Background: an optimization exercise with open tools, aiming at small area, a short achievable clock period and few clock cycles. Do not read the settings as production practice. In this exercise RTL edits were held to simulation tests only and were not proved equivalent to the original. The clock port is modelled as an ideal driver, which makes a skipped or thinned clock tree look cheaper than it is; a real chip needs a root buffer or a tree. Power figures rest on the tool's default switching activity, not on a simulated workload.

## pkt_loopback_top
module pkt_loopback_top (
    input  logic  rd_clk,
    input  logic  rd_rst_n,
    input  logic  link_up,
    input  logic  rx_valid,
    input  pkt_loopback_pkg::beat_t rx_beat,
    output logic  tx_valid,
    output pkt_loopback_pkg::beat_t tx_beat,
    input  logic  tx_ready
);
==> flow/config.mk <==
export PLATFORM = sky130hd
export DESIGN_NAME = pkt_loopback_top
export DESIGN_NICKNAME = pkt_loopback_top
export VERILOG_FILES = /design/flow/design.v
export SDC_FILE = /design/flow/constraint.sdc
export NUM_CORES = 4
export LEC_CHECK = 0
export ABC_CLOCK_PERIOD_IN_PS = 500
export CAP_MARGIN = 20
export CORE_MARGIN = 2
export CORE_UTILIZATION = 50
export SETUP_SLACK_MARGIN = 3.2
export SLEW_MARGIN = 20
==> flow/constraint.sdc <==
create_clock -name core_clock -period 5.0 [get_ports {rd_clk}]
set_input_delay 1.0000 -clock core_clock [delete_from_list [all_inputs] [get_ports {rd_clk}]]
set_output_delay 1.0000 -clock core_clock [all_outputs]
set_load 0.01 [all_outputs]
run.sh (not shown) runs the stock make flow with config.mk's settings and CLKGATE_MAP_FILE= SYNTH_SCRIPT=/design/flow/synth_recipe.tcl, a recipe that flattens the netlist after the stock synthesis.
Testbench counts at the start, summed over its fixed seeds: cycles 4,712.
Edit:
SETUP_SLACK_MARGIN = 3.0   (was 3.2)
Effect:
- The new run completed without violations
- critical path depth went up by 1
- total power went up by 1.7%
- area after synthesis is unchanged
- clock power went up by 4.8%
- wire length went down by 3.2%
- global-route usage went down by 1.4 points
- final cell count went down by 1.9%
- worst setup slack improved by 0.048 ns


== lane 5 ==
pkt_loopback_top, a different RTL version from the one above (not shown whole).
For scale: about 1100 flip-flops, roughly 140 I/O pins, about 41000 um2 of cells after synthesis.
export LEC_CHECK = 0
export ABC_CLOCK_PERIOD_IN_PS = 2000
export CAP_MARGIN = 20
export CORE_MARGIN = 2
export CORE_UTILIZATION = 40
export SETUP_SLACK_MARGIN = 2.5
export SLEW_MARGIN = 20
create_clock -name core_clock -period 5.0 [get_ports {rd_clk}]
The flow did not stop early for lane 5: all stages ran, and the layout cleared the timing, DRC and antenna checks.
Testbench counts of lane 5, summed over its fixed seeds: cycles 4,712.
Here is what was changed in the inputs of lane 1 compared with lane 5.
Settings: ABC_CLOCK_PERIOD_IN_PS removed (was 2000); SETUP_SLACK_MARGIN removed (was 2.5).
## What came out
The final cycle utilization of the critical path in lane 1 was higher than what lane 5 gave. Taking lane 5 as the reference, in lane 1 non-filler instance count after layout moved down, leakage component of the power moved down. Lane 1 against lane 5; average detailed-routed wire length per instance is down slightly.


== run A ==
pkt_loopback_top, a different RTL version from the one above (not shown whole).
For scale: roughly 140 I/O pins, about 0.036 sq mm of cells after synthesis.
Design pkt_loopback_top, start of the top module:
module pkt_loopback_top (
    input  logic  rd_clk,
    input  logic  rd_rst_n,
    input  logic  link_up,
    input  logic  rx_valid,
    input  pkt_loopback_pkg::beat_t rx_beat,
    output logic  tx_valid,
    output pkt_loopback_pkg::beat_t tx_beat,
    input  logic  tx_ready
);
clock: 5.0 ns
lec_check: 0
cap_margin: 20
core_margin: 2
core_utilization: 65
setup_slack_margin: 3.05
slew_margin: 20
standard.sh (not shown) runs the stock make flow with config.mk's settings and CLKGATE_MAP_FILE= SYNTH_SCRIPT=/design/flow/synth_recipe.tcl, a recipe that flattens the netlist after the stock synthesis.
==> flow/flow/run.sh <==
#!/bin/bash
# The standard layout with two changes: the port buffers are buf_2 cells
# rather than the delay buffer that buffer_ports picks by default (every port
# still gets its own buffer), and the clock tree is built by cts_tree.tcl, a
# balanced two-level tree, in place of TritonCTS's three-level one. The make
# output goes to standard_flow.log here; ORFS keeps each step's log under
# orfs/logs.
set -euo pipefail
here=$(pwd)
bash standard.sh BUFFER_PORTS_ARGS="-buffer_cell sky130_fd_sc_hd__buf_2" \
  PRE_CTS_TCL="$here/flow/cts_tree.tcl" finish > standard_flow.log 2>&1
==> flow/flow/cts_tree.tcl <==
# Clock tree built here in place of TritonCTS, sourced by ORFS's cts.tcl as
# its PRE_CTS_TCL hook. It replaces the clock_tree_synthesis command with one
# that builds a two-level tree: the clock port drives four root buffers, one
# per quadrant of the sinks, and each root drives the leaf buffers of its
# quadrant; each leaf buffer drives a compact group of about two dozen
# flip-flops. Every flip-flop sits behind the same two buffer levels, so the
# tree is balanced by construction. cts.tcl then legalizes the new buffers and
# runs its usual timing repair.

proc my_tree_build { args } {
  set block [ord::get_db_block]
  set db [ord::get_db]
  set buf_master [$db findMaster sky130_fd_sc_hd__clkbuf_16]
  set leaf_master [$db findMaster sky130_fd_sc_hd__clkbuf_8]
  set clk_net [$block findNet rd_clk]

  # Sinks: every instance pin on the clock net
  set sinks {}
  foreach it [$clk_net getITerms] {
    set inst [$it getInst]
    set box [$inst getBBox]
    set x [expr { ([$box xMin] + [$box xMax]) / 2 }]
    set y [expr { ([$box yMin] + [$box yMax]) / 2 }]
    lappend sinks [list $x $y $it]
  }
  set n [llength $sinks]
  set ncol 8
  set nrow 8
  puts "my_tree: $n sinks, $ncol x $nrow leaf groups"

  # Columns of equal size by x, then rows of equal size by y in each column
  set sinks [lsort -integer -index 0 $sinks]
  set leaves {}
  for { set c 0 } { $c < $ncol } { incr c } {
    set lo [expr { $c * $n / $ncol }]
    set hi [expr { ($c + 1) * $n / $ncol - 1 }]
    set col [lsort -integer -index 1 [lrange $sinks $lo $hi]]
    set m [llength $col]
    for { set r 0 } { $r < $nrow } { incr r } {
      set rlo [expr { $r * $m / $nrow }]
      set rhi [expr { ($r + 1) * $m / $nrow - 1 }]
      lappend leaves [list $c $r [lrange $col $rlo $rhi]]
    }
  }

  # Root nets, one per quadrant
  set roots {}
  for { set q 0 } { $q < 4 } { incr q } {
    set rnet [odb::dbNet_create $block "my_clk_root_$q"]
    $rnet setSigType CLOCK
    set rinst [odb::dbInst_create $block $buf_master "my_clk_rootbuf_$q"]
    [$rinst findITerm A] connect $clk_net
    [$rinst findITerm X] connect $rnet
    lappend roots [list $rinst $rnet]
    set rsum($q) {0 0 0}
  }

  set k 0
  foreach leaf $leaves {
    lassign $leaf c r group
    set q [expr { ($c >= $ncol / 2 ? 1 : 0) + ($r >= $nrow / 2 ? 2 : 0) }]
    set lnet [odb::dbNet_create $block "my_clk_leaf_$k"]
    $lnet setSigType CLOCK
    set linst [odb::dbInst_create $block $leaf_master "my_clk_leafbuf_$k"]
    set sx 0
    set sy 0
    foreach s $group {
      lassign $s x y it
      $it disconnect
      $it connect $lnet
      incr sx $x
      incr sy $y
    }
    set g [llength $group]
    set lx [expr { $sx / $g }]
    set ly [expr { $sy / $g }]
    $linst setLocation $lx $ly
    $linst setPlacementStatus PLACED
    [$linst findITerm A] connect [lindex [lindex $roots $q] 1]
    [$linst findITerm X] connect $lnet
    lassign $rsum($q) ax ay an
    set rsum($q) [list [expr { $ax + $lx }] [expr { $ay + $ly }] [expr { $an + 1 }]]
    incr k
  }
  for { set q 0 } { $q < 4 } { incr q } {
    lassign $rsum($q) ax ay an
    set rinst [lindex [lindex $roots $q] 0]
    $rinst setLocation [expr { $ax / $an }] [expr { $ay / $an }]
    $rinst setPlacementStatus PLACED
  }
  global_connect
  puts "my_tree: [llength $leaves] leaf buffers, 4 root buffers"
}

rename clock_tree_synthesis my_orig_clock_tree_synthesis
proc clock_tree_synthesis { args } {
  my_tree_build
}
Testbench counts of run A, summed over its fixed seeds: cycles 4,916.
For run B, these inputs were changed with respect to run A:
# run A
export LEC_CHECK = 0
export CAP_MARGIN = 20
export CORE_MARGIN = 2
export CORE_UTILIZATION = 65
export SETUP_SLACK_MARGIN = 3.05
export SLEW_MARGIN = 20
create_clock -name core_clock -period 5.0 [get_ports {rd_clk}]
# run B
export LEC_CHECK = 0
export CAP_MARGIN = 20
export CORE_MARGIN = 2
export CORE_UTILIZATION = 55
export SETUP_SLACK_MARGIN = 3.05
export SLEW_MARGIN = 20
create_clock -name core_clock -period 5.0 [get_ports {rd_clk}]
-- flow/flow/cts_tree.tcl --
<<< run A, line 13
  set buf_master [$db findMaster sky130_fd_sc_hd__clkbuf_16]
  set leaf_master [$db findMaster sky130_fd_sc_hd__clkbuf_8]
  set clk_net [$block findNet rd_clk]
>>> run B, line 13
  set buf_master [$db findMaster sky130_fd_sc_hd__clkbuf_16]
  set clk_net [$block findNet rd_clk]
<<< run A, line 27
  set ncol 8
  set nrow 8
  puts "my_tree: $n sinks, $ncol x $nrow leaf groups"
>>> run B, line 26
  set ncol 8
  set nrow 6
  puts "my_tree: $n sinks, $ncol x $nrow leaf groups"
<<< run A, line 63
    $lnet setSigType CLOCK
    set linst [odb::dbInst_create $block $leaf_master "my_clk_leafbuf_$k"]
    set sx 0
>>> run B, line 62
    $lnet setSigType CLOCK
    set linst [odb::dbInst_create $block $buf_master "my_clk_leafbuf_$k"]
    set sx 0
Results
Comparing run A and run B, the higher area inside the core boundary was measured on run B.
Summary of the comparison: overall power consumption is higher in run B, relative to run A.
Leakage power figure was higher in the run labelled run B.
## Diff of input files: run C against run B
# run B
export LEC_CHECK = 0
export CAP_MARGIN = 20
export CORE_MARGIN = 2
export CORE_UTILIZATION = 55
export SETUP_SLACK_MARGIN = 3.05
export SLEW_MARGIN = 20
create_clock -name core_clock -period 5.0 [get_ports {rd_clk}]
# run C
export LEC_CHECK = 0
export CAP_MARGIN = 20
export CORE_MARGIN = 2
export CORE_UTILIZATION = 65
export SETUP_SLACK_MARGIN = 2.95
export SLEW_MARGIN = 20
create_clock -name core_clock -period 5.0 [get_ports {rd_clk}]
Results
Diff run C and run B: detailed placer's ending HPWL lower in run C
Summary of the comparison: instance area after placement is lower in run C, relative to run B.
Between run C and run B, it is run C whose power consumption is lower, by 1.7%.
Relative to run B, multi-input combinational cell count has gone down in run C.
Changes in run D relative to run C:
# run C
export LEC_CHECK = 0
export CAP_MARGIN = 20
export CORE_MARGIN = 2
export CORE_UTILIZATION = 65
export SETUP_SLACK_MARGIN = 2.95
export SLEW_MARGIN = 20
create_clock -name core_clock -period 5.0 [get_ports {rd_clk}]
# run D
export LEC_CHECK = 0
export CAP_MARGIN = 20
export CORE_MARGIN = 2
export CORE_UTILIZATION = 65
export SETUP_SLACK_MARGIN = 3.0
export SLEW_MARGIN = 20
create_clock -name core_clock -period 5.0 [get_ports {rd_clk}]
### Flow results
For the power dissipated by switching net loads, run D came in 71 uW higher than run C did. Relative to run C, run D degrades first-pass GRT wire length. The cell count in run D sits 20 above the value recorded for run C. Going from run C to run D, worst setup slack grows by 0.021 ns. Lower average vias per placed instance was reported by run C, not run D.
In every run of this note, the design's own scripts or RTL, not TritonCTS, make the clock network.

separate check: timing with driven ports:
The flow's constraints put no driver on any port. The routed layouts listed below were extracted and timed again, unchanged, in two steps.
Step 1 assumes that a clkbuf_16 drives the clock port and a buf_2 every other input.
Step 2, shift: input delay + t, output delay - t, t = (earliest + latest rising clock arrival at the registers) / 2. This alone moves slack from input paths to output paths.
Three values: ideal, step 1, step 2; two values: the first two.
run	shift t [ns]	slack for setup (ns)	worst setup path after step 2	latest minus earliest clock arrival (ns)	pins driven straight from the clock port
the first run of note 1	0.754	2.490 / 2.493 / 1.739	input to register	0.025 / 0.025	1
the second run of note 1	0.744	2.539 / 2.548 / 1.804	input to register	0.029 / 0.029	1
lane 5	0.754	2.330 / 2.373 / 1.620	input to register	0.029 / 0.029	1
lane 1	0.731	1.064 / 1.102 / 0.371	input to register	0.033 / 0.034	1
run A	0.524	3.095 / 2.973 / 2.719	input to register	0.024 / 0.025	4
run B	0.548	3.029 / 2.955 / 2.706	input to register	0.019 / 0.019	4
run C	0.528	3.032 / 2.945 / 2.730	input to register	0.018 / 0.018	4
run D	0.530	3.054 / 2.940 / 2.770	input to register	0.022 / 0.022	4
After both steps setup and hold are still met in every run listed. For the first run of note 1, which loses most, drivers alone change the setup slack by +0.003 ns; drivers and shift together by -0.751 ns.
